Source: an optimization exercise on an open RTL-to-GDS flow (aim: small area, a short achievable clock period and few clock cycles per item). Production flows keep margins and buffers that such runs may drop. Where RTL was checked, it was by simulation tests only, not by an equivalence proof against the original.

Design ex_stage_muldiv, start of the top module:
module ex_stage_muldiv
#(
  parameter int unsigned XLEN    = 32,
  parameter int unsigned MUL_LAT = 2
) (
  input  logic            clk,
  input  logic            rst_n,
  input  logic [3:0]      ALUCode_ex,
  input  logic            ALUSrcA_ex,
  input  logic [1:0]      ALUSrcB_ex,
  input  logic [XLEN-1:0] Imm_ex,
  input  logic [XLEN-1:0] PC_ex,
  input  logic [4:0]      rs1Addr_ex,
  input  logic [4:0]      rs2Addr_ex,
  input  logic [XLEN-1:0] rs1Data_ex,
  input  logic [XLEN-1:0] rs2Data_ex,
  input  logic [XLEN-1:0] ALUResult_mem,
  input  logic [4:0]      rdAddr_mem,
  input  logic            RegWrite_mem,
  input  logic [XLEN-1:0] RegWriteData_wb,
  input  logic [4:0]      rdAddr_wb,
  input  logic            RegWrite_wb,
  input  logic            MdValid_ex,
  input  logic [2:0]      MdOp_ex,
  input  logic            Flush_ex,
  output logic [XLEN-1:0] ALUResult_ex,
  output logic [XLEN-1:0] MemWriteData_ex,
  output logic [XLEN-1:0] ALU_A,
  output logic [XLEN-1:0] ALU_B,
  output logic            Stall_ex,
  output logic            MdBusy
);
Size: ~5800 cells after synthesis, roughly 110 flip-flops.
==> module muldiv_unit, before the edit <==
module muldiv_unit (
  input  logic        clk,
  input  logic        rst_n,
  input  logic        md_valid,
  input  logic [2:0]  md_op,
  input  logic        flush,
  input  logic [31:0] op_a,
  input  logic [31:0] op_b,
  output logic        stall,
  output logic        busy,
  output logic        done,      
  output logic        owns,      
  output logic [31:0] result     
);
  localparam logic [2:0] MD_MUL    = 3'd0;
  localparam logic [2:0] MD_MULH   = 3'd1;
  localparam logic [2:0] MD_MULHSU = 3'd2;
  localparam logic [2:0] MD_MULHU  = 3'd3;
  localparam logic [1:0] S_IDLE = 2'd0;
  localparam logic [1:0] S_M1   = 2'd1;   
  localparam logic [1:0] S_M2   = 2'd3;   
  localparam logic [1:0] S_DIV  = 2'd2;   
  function automatic [5:0] lzc32(input [31:0] x);
    integer i;
    begin
      lzc32 = 6'd32;
      for (i = 0; i < 32; i = i + 1) if (x[i]) lzc32 = 31 - i;
    end
  endfunction
  logic [1:0]  st;
  logic [31:0] rq, qq, dq;      
  logic        aq_hi;           
  logic        b15, p16;        
  logic        bx;              
  logic        mul_hi;          
  logic [5:0]  pos;             
  logic        op_rem, q_neg, r_neg, q_ones;
  logic        idle, start, is_div, d_q0, fast;
  assign idle   = (st == S_IDLE);
  assign start  = idle && md_valid;
  assign is_div = md_op[2];
  assign fast   = is_div && d_q0;     
  logic        a_sgn, b_sgn;
  logic [32:0] m_a;
  logic [16:0] m_b;
  logic [32:0] m_acc;
  logic        m_x;
  logic [48:0] cs_s, cs_c, m_out;
  logic        m_co;
  assign a_sgn = (md_op == MD_MULH) || (md_op == MD_MULHSU);
  assign b_sgn = (md_op == MD_MULH);
  assign m_a   = {aq_hi, dq};
  assign m_b   = {qq[15:0], b15 & st[1]};
  assign m_acc = st[1] ? {rq[31], rq, p16} : 33'd0;
  assign m_x   = st[1] & bx;
  mul_array u_arr (.m_a(m_a), .m_b(m_b), .m_acc(m_acc), .m_x(m_x), .cs_s(cs_s), .cs_c(cs_c));
  md_add #(49) u_cpa (.a(cs_s), .b(cs_c), .ci(1'b0), .s(m_out), .co(m_co));
  logic        d_sgn, d_sa, d_sb, d_bz;
  logic [31:0] d_ma, d_mb;
  logic [5:0]  d_za, d_zb;
  assign d_sgn = ~md_op[0];
  assign d_sa  = d_sgn & op_a[31];
  assign d_sb  = d_sgn & op_b[31];
  md_cneg u_nega (.x(op_a), .en(d_sa), .y(d_ma));
  md_cneg u_negb (.x(op_b), .en(d_sb), .y(d_mb));
  assign d_bz  = (op_b == 32'd0);
  assign d_za  = lzc32(d_ma);
  assign d_zb  = lzc32(d_mb);
  logic [31:0] d_ua, d_ub, d_ub_hi;
  assign d_ua = d_sa ? {op_a[30:0] ^ 31'h7fff_ffff, 1'b1} : op_a;
  assign d_ub = op_b ^ {32{d_sb}};
  always_comb begin
    d_ub_hi[31] = 1'b0;                        
    for (int i = 30; i >= 0; i--) d_ub_hi[i] = d_ub_hi[i+1] | d_ub[i+1];
  end
  assign d_q0  = ~|(d_ua & ~d_ub_hi) & (d_ub_hi[0] | d_ub[0] | d_sb);
  logic [4:0]  sh_amt;
  logic [31:0] d_al;
  assign sh_amt = d_zb[4:0] - d_za[4:0];
  assign d_al   = d_mb << sh_amt;
  logic [31:0] t1, t2, r1, rn, qn, d2;
  logic        c1, c2, ge1, ge2, two, last, pos_neg;
  logic [5:0]  pos_nx;
  assign pos_neg = pos[5];
  assign two  = ~pos_neg & (pos != 6'd0);
  assign last = pos_neg | (pos[4:1] == 4'd0);
  md_add #(32) u_sub1 (.a(rq), .b(~dq), .ci(1'b1), .s(t1), .co(c1));
  assign ge1  = c1 & ~pos_neg;
  assign r1   = ge1 ? t1 : rq;
  assign d2   = {1'b0, dq[31:1]};
  md_add #(32) u_sub2 (.a(r1), .b(~d2), .ci(1'b1), .s(t2), .co(c2));
  assign ge2  = c2 & two;
  assign rn   = ge2 ? t2 : r1;
  assign qn   = two ? {qq[29:0], ge1, ge2} : {qq[30:0], ge1};
  assign pos_nx = pos - 6'd2;
  logic [31:0] mul_res, div_val, div_res;
  assign mul_res = mul_hi ? m_out[47:16] : {m_out[15:0], qq[31:16]};
  assign div_val = op_rem ? rn : qn;
  md_cneg u_negr (.x(div_val), .en(op_rem ? r_neg : q_neg), .y(div_res));
  assign done   = (start && fast) || (st == S_M2) || (st == S_DIV && last);
  assign owns   = ~idle | md_valid;
  assign result = idle ? (op_a & {32{md_valid & fast & md_op[1]}}) :
                  st[0] ? mul_res : (div_res | {32{q_ones}});       
  assign stall  = rst_n && !flush && ((start && !fast) || (st == S_M1) || (st == S_DIV && !last));
  assign busy   = (st == S_M1) || (st == S_DIV && !last);
  always_ff @(posedge clk or negedge rst_n) begin
    if (!rst_n) begin
      st <= S_IDLE;
    end else if (flush) begin
      st <= S_IDLE;
    end else begin
      case (st)
        S_IDLE:  if (md_valid && !fast) st <= is_div ? S_DIV : S_M1;
        S_M1:    st <= S_M2;
        S_DIV:   if (last) st <= S_IDLE;
        default: st <= S_IDLE;
      endcase
    end
  end
  always_ff @(posedge clk) begin
    if (start) begin
      if (is_div) begin
        rq     <= d_ma;
        dq     <= d_al;
        qq     <= 32'd0;
        pos    <= (d_bz || d_za > d_zb) ? 6'h3f : {1'b0, sh_amt};
        op_rem <= md_op[1];
        q_neg  <= d_sa ^ d_sb;
        r_neg  <= d_sa;
        q_ones <= d_bz & ~md_op[1];
      end else begin
        qq     <= op_b;
        dq     <= op_a;
        aq_hi  <= a_sgn & op_a[31];
        b15    <= op_b[15];
        bx     <= ~b_sgn & op_b[31];
        mul_hi <= (md_op != MD_MUL);
        q_ones <= 1'b0;
      end
    end else if (st == S_M1) begin
      rq        <= m_out[48:17];
      p16       <= m_out[16];
      qq        <= {m_out[15:0], qq[31:16]};
    end else if (st == S_DIV) begin
      rq  <= rn;
      qq  <= qn;
      dq  <= {2'b0, dq[31:2]};
      pos <= pos_nx;
    end
  end
endmodule
==> flow/config.mk <==
export PLATFORM = sky130hd
export DESIGN_NAME = ex_stage_muldiv
export DESIGN_NICKNAME = ex_stage_muldiv
export VERILOG_FILES = /design/flow/design.v
export SDC_FILE = /design/flow/constraint.sdc
export NUM_CORES = 4
export LEC_CHECK = 0
export ABC_AREA = 1
export CAP_MARGIN = 20
export CORE_MARGIN = 2
export CORE_UTILIZATION = 40
export SETUP_SLACK_MARGIN = 5
export SLEW_MARGIN = 20
export TNS_END_PERCENT = 0
==> flow/constraint.sdc <==
create_clock -name core_clock -period 16.0 [get_ports {clk}]
set_input_delay 3.2000 -clock core_clock [delete_from_list [all_inputs] [get_ports {clk}]]
set_output_delay 3.2000 -clock core_clock [all_outputs]
set_load 0.01 [all_outputs]
standard.sh (not shown) runs the stock make flow with config.mk's settings and CLKGATE_MAP_FILE= SYNTH_SCRIPT=/design/flow/synth_recipe.tcl, a recipe that flattens the netlist after the stock synthesis.
==> flow/flow/run.sh <==
#!/bin/bash
# The standard layout (standard.sh), except that the port buffers are plain buf_2 cells
# instead of the delay buffers buffer_ports picks by default. Every port still gets a buffer.
# make's full output goes to standard.log; ORFS's per-step logs stay under orfs/logs.
export BUFFER_PORTS_ARGS="-buffer_cell sky130_fd_sc_hd__buf_2"
bash standard.sh > standard.log 2>&1
Testbench counts at the start, summed over its fixed seeds: cycles 25,297, instrs 12,000.
Rerun with:
--- a/flow/design.v
+++ b/flow/design.v
@@ -117,36 +117,31 @@
       endcase
     end
   end
   always_ff @(posedge clk) begin
+    rq  <= st[1] ? rn : (st[0] ? m_out[48:17] : d_ma);
+    qq  <= st[1] ? qn : (st[0] ? {m_out[15:0], qq[31:16]} : (op_b & {32{~is_div}}));
+    p16 <= m_out[16];
+    pos <= idle ? ((d_bz || d_za > d_zb) ? 6'h3f : {1'b0, sh_amt}) : pos_nx;
+  end
+  always_ff @(posedge clk) begin
     if (start) begin
       if (is_div) begin
-        rq     <= d_ma;
         dq     <= d_al;
-        qq     <= 32'd0;
-        pos    <= (d_bz || d_za > d_zb) ? 6'h3f : {1'b0, sh_amt};
         op_rem <= md_op[1];
         q_neg  <= d_sa ^ d_sb;
         r_neg  <= d_sa;
         q_ones <= d_bz & ~md_op[1];
       end else begin
-        qq     <= op_b;
         dq     <= op_a;
         aq_hi  <= a_sgn & op_a[31];
         b15    <= op_b[15];
         bx     <= ~b_sgn & op_b[31];
         mul_hi <= (md_op != MD_MUL);
         q_ones <= 1'b0;
       end
-    end else if (st == S_M1) begin
-      rq        <= m_out[48:17];
-      p16       <= m_out[16];
-      qq        <= {m_out[15:0], qq[31:16]};
     end else if (st == S_DIV) begin
-      rq  <= rn;
-      qq  <= qn;
       dq  <= {2'b0, dq[31:2]};
-      pos <= pos_nx;
     end
   end
 endmodule
 module md_cneg (
After rerunning:
- core utilization goes up by 2.2 points
- wire length goes down by a few percent
- final area goes up slightly
- worst setup slack improves by 75 ps
- global-route usage goes up by 0.41 points
- sequential cell count is unchanged
- register-to-register slack improves by 650 ps
- area after synthesis goes down by a few percent
- final cell count goes down slightly
- die area goes down by a few percent
- clock-buffer cell count goes up by 4
- synthesized cell count goes down by a few percent
- fmax goes up slightly
For the second run of this note, only the layout was checked, not whether the RTL still works.

rev 12:
Another version of the RTL of ex_stage_muldiv (not shown whole).
Size: ~120 flip-flops.
==> module muldiv_unit, before the edit <==
module muldiv_unit (
  input  logic        clk,
  input  logic        rst_n,
  input  logic        md_valid,
  input  logic [2:0]  md_op,
  input  logic        flush,
  input  logic [31:0] op_a,
  input  logic [31:0] op_b,
  output logic        stall,
  output logic        busy,
  output logic        done,      
  output logic        owns,      
  output logic [31:0] result     
);
  localparam logic [2:0] MD_MUL    = 3'd0;
  localparam logic [2:0] MD_MULH   = 3'd1;
  localparam logic [2:0] MD_MULHSU = 3'd2;
  localparam logic [2:0] MD_MULHU  = 3'd3;
  localparam logic [1:0] S_IDLE = 2'd0;
  localparam logic [1:0] S_M1   = 2'd1;   
  localparam logic [1:0] S_M2   = 2'd3;   
  localparam logic [1:0] S_DIV  = 2'd2;   
  function automatic [5:0] lzc32(input [31:0] x);
    integer i;
    begin
      lzc32 = 6'd32;
      for (i = 0; i < 32; i = i + 1) if (x[i]) lzc32 = 31 - i;
    end
  endfunction
  logic [1:0]  st;
  logic [31:0] rq, qq, dq;      
  logic        aq_hi;           
  logic        b15, p16;        
  logic        bx;              
  logic        bx1;             
  logic        mul_hi;          
  logic        m_short;         
  logic [5:0]  pos;             
  logic        op_rem, q_neg, r_neg, q_ones;
  logic        idle, start, is_div, d_q0, fast;
  assign idle   = (st == S_IDLE);
  assign start  = idle && md_valid;
  assign is_div = md_op[2];
  assign fast   = is_div && d_q0;     
  logic        a_sgn, b_sgn;
  logic [32:0] m_a;
  logic [16:0] m_b;
  logic [32:0] m_acc;
  logic        m_x;
  logic [48:0] cs_s, cs_c, m_out;
  logic        m_co;
  assign a_sgn = (md_op != MD_MULHU);
  assign b_sgn = ~md_op[1];
  logic [32:0] a_ext, b_ext, mc_ext, mp_ext;
  logic        a_fit, b_fit, swap;
  assign a_ext  = {a_sgn & op_a[31], op_a};
  assign b_ext  = {b_sgn & op_b[31], op_b};
  assign a_fit  = (&a_ext[32:15]) | ~(|a_ext[32:16]);
  assign b_fit  = (&b_ext[32:15]) | ~(|b_ext[32:16]);
  assign swap   = a_fit & ~b_fit;
  assign mc_ext = swap ? b_ext : a_ext;      
  assign mp_ext = swap ? a_ext : b_ext;      
  assign m_a   = {aq_hi, dq};
  assign m_b   = {qq[15:0], b15 & st[1]};
  assign m_acc = st[1] ? {rq, p16} : 33'd0;
  assign m_x   = st[1] ? bx : bx1;
  mul_array u_arr (.m_a(m_a), .m_b(m_b), .m_acc(m_acc), .m_x(m_x), .cs_s(cs_s), .cs_c(cs_c));
  md_add #(49) u_cpa (.a(cs_s), .b(cs_c), .ci(1'b0), .s(m_out), .co(m_co));
  logic        d_sgn, d_sa, d_sb, d_bz;
  logic [31:0] d_ma, d_mb;
  logic [5:0]  d_za, d_zb;
  assign d_sgn = ~md_op[0];
  assign d_sa  = d_sgn & op_a[31];
  assign d_sb  = d_sgn & op_b[31];
  md_cneg u_nega (.x(op_a), .en(d_sa), .y(d_ma));
  md_cneg u_negb (.x(op_b), .en(d_sb), .y(d_mb));
  assign d_bz  = (op_b == 32'd0);
  assign d_za  = lzc32(d_ma);
  assign d_zb  = lzc32(d_mb);
  logic [31:0] d_ua, d_ub, d_ub_hi;
  assign d_ua = d_sa ? {op_a[30:0] ^ 31'h7fff_ffff, 1'b1} : op_a;
  assign d_ub = op_b ^ {32{d_sb}};
  always_comb begin
    d_ub_hi[31] = 1'b0;                        
    for (int i = 30; i >= 0; i--) d_ub_hi[i] = d_ub_hi[i+1] | d_ub[i+1];
  end
  assign d_q0  = ~|(d_ua & ~d_ub_hi) & (d_ub_hi[0] | d_ub[0] | d_sb);
  logic [4:0]  sh_amt;
  logic [31:0] d_al;
  assign sh_amt = d_zb[4:0] - d_za[4:0];
  assign d_al   = d_mb << sh_amt;
  logic [31:0] t1, t2, r1, rn, qn, d2;
  logic        c1, c2, ge1, ge2, two, last, pos_neg;
  logic [5:0]  pos_nx;
  assign pos_neg = pos[5];
  assign two  = ~pos_neg & (pos != 6'd0);
  assign last = pos_neg | (pos[4:1] == 4'd0);
  md_add #(32) u_sub1 (.a(rq), .b(~dq), .ci(1'b1), .s(t1), .co(c1));
  assign ge1  = c1 & ~pos_neg;
  assign r1   = ge1 ? t1 : rq;
  assign d2   = {1'b0, dq[31:1]};
  md_add #(32) u_sub2 (.a(r1), .b(~d2), .ci(1'b1), .s(t2), .co(c2));
  assign ge2  = c2 & two;
  assign rn   = ge2 ? t2 : r1;
  assign qn   = two ? {qq[29:0], ge1, ge2} : {qq[30:0], ge1};
  assign pos_nx = pos - 6'd2;
  logic [31:0] mul_res, div_val, div_res;
  always_comb begin
    case ({st[1], mul_hi})
      2'b00:   mul_res = m_out[31:0];                           
      2'b01:   mul_res = {{15{m_out[48]}}, m_out[48:32]};       
      2'b10:   mul_res = {m_out[15:0], qq[31:16]};              
      default: mul_res = m_out[47:16];                          
    endcase
  end
  assign div_val = op_rem ? rn : qn;
  md_cneg u_negr (.x(div_val), .en(op_rem ? r_neg : q_neg), .y(div_res));
  assign done   = (start && fast) || (st == S_M1 && m_short) || (st == S_M2) || (st == S_DIV && last);
  assign owns   = ~idle | md_valid;
  assign result = idle ? (op_a & {32{md_valid & fast & md_op[1]}}) :
                  st[0] ? mul_res : (div_res | {32{q_ones}});       
  assign stall  = rst_n && !flush && ((start && !fast) || (st == S_M1 && !m_short) ||
                                      (st == S_DIV && !last));
  assign busy   = (st == S_M1 && !m_short) || (st == S_DIV && !last);
  always_ff @(posedge clk or negedge rst_n) begin
    if (!rst_n) begin
      st <= S_IDLE;
    end else if (flush) begin
      st <= S_IDLE;
    end else begin
      case (st)
        S_IDLE:  if (md_valid && !fast) st <= is_div ? S_DIV : S_M1;
        S_M1:    st <= m_short ? S_IDLE : S_M2;
        S_DIV:   if (last) st <= S_IDLE;
        default: st <= S_IDLE;
      endcase
    end
  end
  always_ff @(posedge clk) begin
    rq  <= st[1] ? rn : (st[0] ? m_out[48:17] : d_ma);
    qq  <= st[1] ? qn : (st[0] ? {m_out[15:0], qq[31:16]} : (mp_ext[31:0] & {32{~is_div}}));
    p16 <= m_out[16];
    pos <= idle ? ((d_bz || d_za > d_zb) ? 6'h3f : {1'b0, sh_amt}) : pos_nx;
  end
  always_ff @(posedge clk) begin
    if (start) begin
      if (is_div) begin
        dq     <= d_al;
        op_rem <= md_op[1];
        q_neg  <= d_sa ^ d_sb;
        r_neg  <= d_sa;
        q_ones <= d_bz & ~md_op[1];
      end else begin
        dq     <= mc_ext[31:0];
        aq_hi  <= mc_ext[32];
        b15    <= mp_ext[15];
        bx     <= ~mp_ext[32] & mp_ext[31];
        bx1    <= ~(|mp_ext[32:16]) & mp_ext[15];    
        mul_hi <= (md_op != MD_MUL);
        m_short <= a_fit | b_fit;
        q_ones <= 1'b0;
      end
    end else if (st == S_DIV) begin
      dq  <= {2'b0, dq[31:2]};
    end
  end
endmodule
Settings: LEC_CHECK=0, ABC_AREA=1, CAP_MARGIN=20, CORE_MARGIN=2, CORE_UTILIZATION=40, SETUP_SLACK_MARGIN=4, SLEW_MARGIN=20, TNS_END_PERCENT=0; clock period 16.0 ns.
Scripts as last shown in full above: flow/flow/run.sh
Modified inputs, rev 13 compared to rev 12
--- a/flow/design.v
+++ b/flow/design.v
@@ -31,9 +31,8 @@
   logic [31:0] rq, qq, dq;      
   logic        aq_hi;           
   logic        b15, p16;        
   logic        bx;              
-  logic        bx1;             
   logic        mul_hi;          
   logic        m_short;         
   logic [5:0]  pos;             
   logic        op_rem, q_neg, r_neg, q_ones;
@@ -54,17 +53,17 @@
   logic [32:0] a_ext, b_ext, mc_ext, mp_ext;
   logic        a_fit, b_fit, swap;
   assign a_ext  = {a_sgn & op_a[31], op_a};
   assign b_ext  = {b_sgn & op_b[31], op_b};
-  assign a_fit  = (&a_ext[32:15]) | ~(|a_ext[32:16]);
-  assign b_fit  = (&b_ext[32:15]) | ~(|b_ext[32:16]);
+  assign a_fit  = (&a_ext[32:15]) | ~(|a_ext[32:15]);
+  assign b_fit  = (&b_ext[32:15]) | ~(|b_ext[32:15]);
   assign swap   = a_fit & ~b_fit;
   assign mc_ext = swap ? b_ext : a_ext;      
   assign mp_ext = swap ? a_ext : b_ext;      
   assign m_a   = {aq_hi, dq};
   assign m_b   = {qq[15:0], b15 & st[1]};
-  assign m_acc = st[1] ? {rq, p16} : 33'd0;
-  assign m_x   = st[1] ? bx : bx1;
+  assign m_acc = st[1] ? {rq[31], rq, p16} : 33'd0;
+  assign m_x   = st[1] & bx;
   mul_array u_arr (.m_a(m_a), .m_b(m_b), .m_acc(m_acc), .m_x(m_x), .cs_s(cs_s), .cs_c(cs_c));
   md_add #(49) u_cpa (.a(cs_s), .b(cs_c), .ci(1'b0), .s(m_out), .co(m_co));
   logic        d_sgn, d_sa, d_sb, d_bz;
   logic [31:0] d_ma, d_mb;
@@ -154,9 +153,8 @@
         dq     <= mc_ext[31:0];
         aq_hi  <= mc_ext[32];
         b15    <= mp_ext[15];
         bx     <= ~mp_ext[32] & mp_ext[31];
-        bx1    <= ~(|mp_ext[32:16]) & mp_ext[15];    
         mul_hi <= (md_op != MD_MUL);
         m_short <= a_fit | b_fit;
         q_ones <= 1'b0;
       end
==> run summary <==
- The sequential share of layout area on rev 12 is in line with that on rev 13.
- Core utilization of rev 12 is on par with rev 13.
- Relative to rev 12, worst setup slack increased by 0.069 ns in rev 13.
- Taking rev 12 as the reference, in rev 13 number of ordinary inverters in the final layout decreased 2.0%, design area essentially unchanged, fraction of area in multi-input gates increased 0.72 points.
- On fraction of registers with async set/reset, rev 12 and rev 13 are neck and neck.
- Synthesized area grows slightly when moving from rev 12 to rev 13.
- Taking rev 12 as the reference, in rev 13 final wirelength decreased by 2.6 mm relative to the old numbers, ratio of routed vias to standard cells now sits lower, initial standard-cell utilization of the core flat.
Testbench counts of rev 13, summed over its fixed seeds: cycles 23,621, instrs 12,000.
The RTL of rev 12 was laid out without a check of its function.

static timing again, ports no longer ideal:
The flow's constraints put no driver on any port. The routed layouts listed below were extracted and timed again, unchanged, in two steps. Step 1 (the two cells are an assumption about what drives the block):
set clk [get_ports {clk}]
set_driving_cell -lib_cell sky130_fd_sc_hd__clkbuf_16 $clk
set_driving_cell -lib_cell sky130_fd_sc_hd__buf_2 [delete_from_list [all_inputs] $clk]
Step 2 times the ports against the registers' clock, not the clock port: input delays grow and output delays shrink by t, the midpoint of the rising clock arrivals with the driver on. a / b / c = ideal / step 1 / step 2; a / b = the first two.
run	shift t [ns]	slack for setup (ns)	latest minus earliest clock arrival (ns)
the first run of note 1	0.504	4.436 / 4.417 / 4.417	0.015 / 0.016
the second run of note 1	0.500	4.511 / 4.489 / 4.489	0.011 / 0.011
rev 12	0.506	3.990 / 3.931 / 4.080	0.017 / 0.017
rev 13	0.505	4.059 / 4.003 / 4.129	0.014 / 0.014
After both steps every run listed still meets setup and hold. The setup slack of the second run of note 1, which loses most, moves by -0.022 ns with the drivers and by -0.022 ns with both steps.
